Source: an optimization exercise on an open RTL-to-GDS flow (aim: small area and a short achievable clock period). Production flows keep margins and buffers that such runs may drop. The RTL was checked by simulation tests, not by an equivalence proof against the original design. No activity file was given, so power comes from the tool's default toggle rates.

--- flow/run.sh ---
#!/bin/bash
# synth_recipe.tcl (not shown) runs the flow's synth.tcl, then flattens the netlist and writes it again
# the make line also repeats each setting of config.mk as NAME=value (left out here)
make -C /OpenROAD-flow-scripts/flow DESIGN_CONFIG=/design/flow/config.mk WORK_HOME=/design/flow/orfs CLKGATE_MAP_FILE= SYNTH_SCRIPT=/design/flow/synth_recipe.tcl finish
--- flow/config.mk ---
export PLATFORM = sky130hd
export DESIGN_NAME = regfile_param
export DESIGN_NICKNAME = regfile_param
export VERILOG_FILES = /design/flow/design.v
export SDC_FILE = /design/flow/constraint.sdc
export NUM_CORES = 4
export LEC_CHECK = 0
export CAP_MARGIN = 20
export CORE_MARGIN = 2
export CORE_UTILIZATION = 25
export PLACE_DENSITY = 0.35
export SLEW_MARGIN = 20
--- flow/constraint.sdc ---
create_clock -name core_clock -period 5.5 [get_ports {clk}]
set_input_delay 1.1000 -clock core_clock [delete_from_list [all_inputs] [get_ports {clk}]]
set_output_delay 1.1000 -clock core_clock [all_outputs]
set_load 0.01 [all_outputs]
--- flow/design.v ---
module regfile_param #(
  parameter int DATA_W   = 32,
  parameter int ADDR_W   = 5,
  parameter int DEPTH    = 32,
  parameter int ZERO_REG = 1,
  parameter int BYPASS   = 1
) (
  input  logic             clk,
  input  logic             rst_n,
  input  logic             write,
  input  logic [ADDR_W-1:0] writeReg,
  input  logic [DATA_W-1:0] writeData,
  input  logic [DATA_W/8-1:0] writeMask,
  input  logic             readEn,
  input  logic [ADDR_W-1:0] readReg1,
  input  logic [ADDR_W-1:0] readReg2,
  input  logic             clearReq,
  output logic [DATA_W-1:0] readData1,
  output logic [DATA_W-1:0] readData2,
  output logic             busy,
  output logic             clearDone
);
  typedef enum logic [1:0] {IDLE, CLEAR, DONE} state_t;
  state_t              state_reg;
  logic [ADDR_W-1:0]   cnt_reg;
  logic                busy_reg;
  logic                done_reg;
  logic [DATA_W-1:0]       byte_mask;
  logic [DATA_W-1:0]       wr_old;
  logic [DATA_W-1:0]       wr_merged;
  logic [DATA_W-1:0]       raw1;
  logic [DATA_W-1:0]       raw2;
  logic [DATA_W-1:0]       rd1_next;
  logic [DATA_W-1:0]       rd2_next;
  logic [DATA_W-1:0]       rd1_reg;
  logic [DATA_W-1:0]       rd2_reg;
  logic [DEPTH*DATA_W-1:0] mem_flat;
  logic                    wr_in_range;
  logic                    wr_commit;
  for (genvar gi = 0; gi < DATA_W / 8; gi++) begin : g_mask
    assign byte_mask[gi*8 +: 8] = {8{writeMask[gi]}};
  end
  assign wr_in_range = (32'(writeReg) < 32'(DEPTH));
  assign wr_commit = write && !busy_reg && wr_in_range &&
                     !((ZERO_REG != 0) && (writeReg == '0));
  for (genvar gi = 0; gi < DEPTH; gi++) begin : g_entry
    logic [DATA_W-1:0] q;
    logic              clr_hit;
    logic              wr_hit;
    assign clr_hit = (state_reg == CLEAR) && (cnt_reg == ADDR_W'(gi));
    assign wr_hit  = wr_commit && (writeReg == ADDR_W'(gi));
    always_ff @(posedge clk or negedge rst_n) begin
      if (!rst_n) begin
        q <= '0;
      end else if (clr_hit) begin
        q <= '0;
      end else if (wr_hit) begin
        q <= wr_merged;
      end
    end
    assign mem_flat[gi*DATA_W +: DATA_W] = q;
  end
  always_comb begin
    raw1   = '0;
    raw2   = '0;
    wr_old = '0;
    for (int i = 0; i < DEPTH; i++) begin
      if (readReg1 == ADDR_W'(i)) raw1   = mem_flat[i*DATA_W +: DATA_W];
      if (readReg2 == ADDR_W'(i)) raw2   = mem_flat[i*DATA_W +: DATA_W];
      if (writeReg == ADDR_W'(i)) wr_old = mem_flat[i*DATA_W +: DATA_W];
    end
  end
  assign wr_merged = (wr_old & ~byte_mask) | (writeData & byte_mask);
  always_comb begin
    rd1_next = raw1;
    if ((ZERO_REG != 0) && (readReg1 == '0)) begin
      rd1_next = '0;
    end else if ((BYPASS != 0) && wr_commit && (readReg1 == writeReg)) begin
      rd1_next = wr_merged;
    end
  end
  always_comb begin
    rd2_next = raw2;
    if ((ZERO_REG != 0) && (readReg2 == '0)) begin
      rd2_next = '0;
    end else if ((BYPASS != 0) && wr_commit && (readReg2 == writeReg)) begin
      rd2_next = wr_merged;
    end
  end
  always_ff @(posedge clk or negedge rst_n) begin
    if (!rst_n) begin
      rd1_reg <= '0;
      rd2_reg <= '0;
    end else if (readEn && !busy_reg) begin
      rd1_reg <= rd1_next;
      rd2_reg <= rd2_next;
    end
  end
  always_ff @(posedge clk or negedge rst_n) begin
    if (!rst_n) begin
      state_reg <= IDLE;
      cnt_reg   <= '0;
      busy_reg  <= 1'b0;
      done_reg  <= 1'b0;
    end else begin
      case (state_reg)
        IDLE: begin
          done_reg <= 1'b0;
          if (clearReq) begin
            state_reg <= CLEAR;
            cnt_reg   <= '0;
            busy_reg  <= 1'b1;
          end
        end
        CLEAR: begin
          if (cnt_reg == ADDR_W'(DEPTH - 1)) begin
            state_reg <= DONE;
            busy_reg  <= 1'b0;
            done_reg  <= 1'b1;
          end else begin
            cnt_reg <= cnt_reg + 1'b1;
          end
        end
        DONE: begin
          state_reg <= IDLE;
          done_reg  <= 1'b0;
        end
        default: begin
          state_reg <= IDLE;
          busy_reg  <= 1'b0;
          done_reg  <= 1'b0;
        end
      endcase
    end
  end
  assign readData1 = rd1_reg;
  assign readData2 = rd2_reg;
  assign busy      = busy_reg;
  assign clearDone = done_reg;
endmodule
==> run summary <==
## cell families after synthesis
group           after synthesis  synth area share (%)
flops                      1097                  43.6
simple gates               2111                  15.4
buf+inv                     750                  5.13
compound gates             3116                  34.1
mux                          87                  1.58
xor+xnor                     10                 0.139
fa+ha+maj                     6                 0.119
## per-stage QoR
stage | instance area (um^2) | hold WS (ns) | util (%)
floorplan | 63000 | 0.443 | -
global placement | 75800 | 0.466 | 30.2
detailed placement | 75900 | 0.465 | 30.2
CTS | 81000 | 0.260 | 32.3
global route | 81100 | 0.244 | 32.3
finish | 81300 | 0.209 | 32.4
## layout make-up
| class | count | area (um^2) |
|---|---|---|
| clock buffers | 212 | 4330 |
| inverters | 31 | 116 |
| flip-flops and latches | 1097 | 27500 |
| diodes | 83 | 208 |
| multi-input cells | 5330 | 33900 |
| well taps | 3348 | 4190 |
| repair buffers | 1121 | 10400 |
| fillers | 26400 | 170000 |
| clock inverters | 50 | 748 |
## synthesized netlist by cell type (12+ instances only)
library cell / n / area (um^2)
sky130_fd_sc_hd__a222oi_1: 38 / 380
sky130_fd_sc_hd__o21ai_0: 887 / 4440
sky130_fd_sc_hd__buf_1: 38 / 143
sky130_fd_sc_hd__o22ai_1: 83 / 519
sky130_fd_sc_hd__o31ai_1: 20 / 150
sky130_fd_sc_hd__nor2_1: 301 / 1130
sky130_fd_sc_hd__o21a_1: 14 / 105
sky130_fd_sc_hd__clkbuf_1: 476 / 1790
sky130_fd_sc_hd__a21o_1: 14 / 105
sky130_fd_sc_hd__buf_2: 151 / 756
sky130_fd_sc_hd__a221oi_1: 151 / 1320
sky130_fd_sc_hd__nor2_2: 13 / 81.3
sky130_fd_sc_hd__buf_6: 12 / 135
sky130_fd_sc_hd__a31oi_1: 49 / 307
sky130_fd_sc_hd__and2_1: 41 / 257
sky130_fd_sc_hd__dfrtp_1: 1097 / 27500
sky130_fd_sc_hd__mux2_2: 28 / 315
sky130_fd_sc_hd__a2111oi_0: 45 / 394
sky130_fd_sc_hd__or3_1: 40 / 250
sky130_fd_sc_hd__and3_1: 81 / 507
sky130_fd_sc_hd__nor4_1: 39 / 244
sky130_fd_sc_hd__nor2b_1: 39 / 244
sky130_fd_sc_hd__o22a_1: 12 / 105
sky130_fd_sc_hd__a21oi_1: 335 / 1680
sky130_fd_sc_hd__a22oi_1: 666 / 5000
sky130_fd_sc_hd__a2bb2oi_1: 14 / 123
sky130_fd_sc_hd__a32oi_1: 31 / 272
sky130_fd_sc_hd__o211ai_1: 45 / 338
sky130_fd_sc_hd__nand3_1: 165 / 826
sky130_fd_sc_hd__o2111ai_1: 19 / 166
sky130_fd_sc_hd__nand2_1: 1068 / 4010
sky130_fd_sc_hd__a32o_1: 18 / 180
sky130_fd_sc_hd__nand4_1: 96 / 601
sky130_fd_sc_hd__and3b_1: 13 / 114
sky130_fd_sc_hd__nand3b_1: 14 / 105
sky130_fd_sc_hd__buf_4: 35 / 263
sky130_fd_sc_hd__o21ai_1: 22 / 110
sky130_fd_sc_hd__nor3_1: 99 / 495
sky130_fd_sc_hd__a211oi_1: 44 / 330
sky130_fd_sc_hd__mux2i_1: 52 / 521
sky130_fd_sc_hd__o221ai_1: 56 / 490
sky130_fd_sc_hd__a22o_1: 432 / 3780
sky130_fd_sc_hd__inv_1: 29 / 109
sky130_fd_sc_hd__nand2b_1: 27 / 169
sky130_fd_sc_hd__a221o_1: 25 / 250
## worst max-delay path by stage
| stage | slack [ns] | endpoint | cells past startpoint | startpoint |
|---|---|---|---|---|
| 6_report | 0.41 | rd1_reg[27] | 11 | readReg1[4] |
| 5_1_grt | 0.73 | g_entry[12].q[17] | 10 | writeReg[2] |
| 4_1_cts | 0.70 | rd2_reg[21] | 12 | writeReg[2] |
| 3_5_place_dp | -0.18 | rd2_reg[21] | 12 | writeReg[2] |
| 3_3_place_gp | -1.39 | rd2_reg[21] | 11 | writeReg[2] |
| 2_1_floorplan | 2.18 | rd2_reg[5] | 10 | writeReg[4] |
## report_power, final
part / switching [mW] / total [mW] / internal, mW
sequential: 5.39 / 15.7 / 10.3
combinational: 5.91 / 8.91 / 3.00
clock: 4.49 / 10.5 / 6.06
total: 15.8 / 35.1 / 19.3
## metal layers
| metal | global-route usage [%] | wire length (um) | vias up |
|---|---|---|---|
| met4 | 46.7 | 77500 | 8 |
| met2 | 74.6 | 283000 | 7764 |
| met3 | 16.7 | 72100 | 2668 |
| met1 | 58.2 | 238000 | 41400 |
| li1 | - | - | 28700 |
| met5 | 0.167 | 106 | - |
## critical path, delay by kind of cell
kind	cells	cell delay [ns]
and+or+nand+nor	3	2.24
AOI/OAI and AO/OA	4	1.28
buffers and inverters	4	1.14
==> out/summary.json <==
{
  "run_status": {
    "run_status": "no timing/DRC/antenna violations"
  },
  "detailed_routing": {
    "wire_per_inst_um": 59.5,
    "drt_wl_total_um": 670000,
    "vias": 80500,
    "vias_per_cell": 7.15,
    "drt_iter0_drc": 15100,
    "route.antenna.remaining_nets": 0,
    "drt_pass1_iterations": 14,
    "drcViolationCount": 0
  },
  "yosys": {
    "ys_ff_latch": 1097,
    "cells_after_synth": 7177,
    "postSynth.asyncResetShare_pct": 100,
    "count_of_distinct_cell_types_in_the_synthesized_netlist": 104,
    "post_synth_instance_area_um2": 63000,
    "synth_enable_flop_cells": 0,
    "synth_ff_type": "sky130_fd_sc_hd__dfrtp_1",
    "synth.net_count": 7239,
    "ys_warn_count": 1,
    "synth.yosys.seq_area_share_pct": 43.6,
    "postSynthAreaPerCell_um2": 8.78
  },
  "clock_tree": {
    "cts.hold.buffers_added": 0,
    "cts.sink_count": 1097,
    "post_cts.resized_instances": 0,
    "clock_latency_on_the_worst_skew_pair_ns": 0.86,
    "clkTransAtPathRegs_ns": 0.06,
    "tritoncts_clock_tree": "built",
    "cts_inserted_buffers": 148,
    "postCtsSetupBuffers": 0,
    "clock_tree.buffer_depth": 3,
    "cts.root.buffer_cell": "sky130_fd_sc_hd__clkbuf_16",
    "clock_tree.htree_level_count": 4
  },
  "sta": {
    "period_minus_slack_ns": 5.09,
    "unrepaired_setup_endpoints_after_global_routing": "no",
    "report.final.setup_viol": 0,
    "setup_tns_ns": 0,
    "fin_ws_ns": 0.414,
    "max_slew_margin_vs_limit_pct": 10.8,
    "tightestPinTransition_ns": 1.34,
    "fmaxAchievable_ghz": 0.197,
    "max_slew_violation_total_from_the_final_report": 0,
    "final.period_utilization_pct": 92.5,
    "timing.clock.skew_ns": 0.0517,
    "finalHoldViolCount": 0
  },
  "setup_path": {
    "r2r_cells": 10,
    "reg2reg_from": "busy_reg",
    "timing.setup.critical_path_class": "in -> reg",
    "worstPathMaxFanout": 18,
    "reg2reg_to": "rd2_reg[21]",
    "timing.critical_path.required_ns": 6.23,
    "reg2reg_setup_slack_ns": 1.64,
    "critical_path_source_type": "primary input",
    "critical-path-max-stage-delay_ns": 1.06,
    "worstPathCellList": "clkdlybuf4s50_1 > buf_12 > and3_1 > nand2_2 > o21ai_0 > or3_1 > a211oi_1 > buf_4 > a211oi_1 > buf_4 > o31ai_1",
    "setup.worst_path.end_class": "register",
    "cp_data_arrival_time_ns": 5.82,
    "critPathSlowestCell": "sky130_fd_sc_hd__and3_1"
  },
  "finish": {
    "layout.cells.most_common_list": "1097 x sky130_fd_sc_hd__dfrtp_1, 1065 x sky130_fd_sc_hd__nand2_1, 880 x sky130_fd_sc_hd__o21ai_0",
    "most_common_cell_after_layout_fill_and_taps_aside": "sky130_fd_sc_hd__dfrtp_1",
    "largest_register_ff_count": 1024,
    "drive_gt1_share_pct": 20.1,
    "layout-area-overhead-vs-synth_pct": 29.0,
    "layoutNonFillerInstCount": 11300,
    "final_nets": 7791
  },
  "placement": {
    "placement.io_buffers": 121,
    "place.detailed.hpwl_um": 500000,
    "finalWeightedCongestion": 1.08,
    "dp_slack_ns": -0.180,
    "dp.cells": 10900
  },
  "min_path": {
    "worstHoldPathType": "in -> async"
  },
  "global_routing": {
    "grt_max_degree": 138,
    "number_of_global_route_vias_before_repair": 74800,
    "gr-usage-all-layers_pct": 50.8,
    "grt_first_pass_wirelength_um": 847000,
    "globalRouteOverflowTotal": 0,
    "grt_antenna_before_repair": 99
  },
  "floorplan": {
    "ios": 122,
    "die_w_um": 506,
    "die_area_um2": 256000,
    "core_area_um2": 251000,
    "die_h_um": 506,
    "rows": 184,
    "initial_core_utilization_pct": 25.1
  },
  "pwr": {
    "totalPowerFinal_mw": 35.1,
    "cellPowerDensity_nw_per_um2": 432,
    "peakVddDrop_uv": 324,
    "leakage_power_nw": 33.8
  },
  "job": {
    "drv_cap": 0
  }
}

port drivers added, routing unchanged:
The results above use ideal ports. As a check the final layout listed here was re-extracted and re-timed, cells and wires unchanged. Step 1: set_driving_cell puts a clkbuf_16 on clk and a buf_2 on each other input, an assumption about the parent block. Step 2, shift: input delay + t, output delay - t, t = (earliest + latest rising clock arrival at the registers) / 2. This alone moves slack from input paths to output paths. a / b / c = ideal / step 1 / step 2; a / b = the first two.
shift t [ns]: 0.938
setup WS [ns]: 0.414 / 0.497 / -0.441
worst setup path at the end: input to register
worst slew at a driven data input, ns: 0.21
pins driven straight from the clock port: 1
Met with ideal ports but missed after step 2: setup timing in this run. For this run, drivers alone change the setup slack by +0.083 ns; drivers and shift together by -0.855 ns.
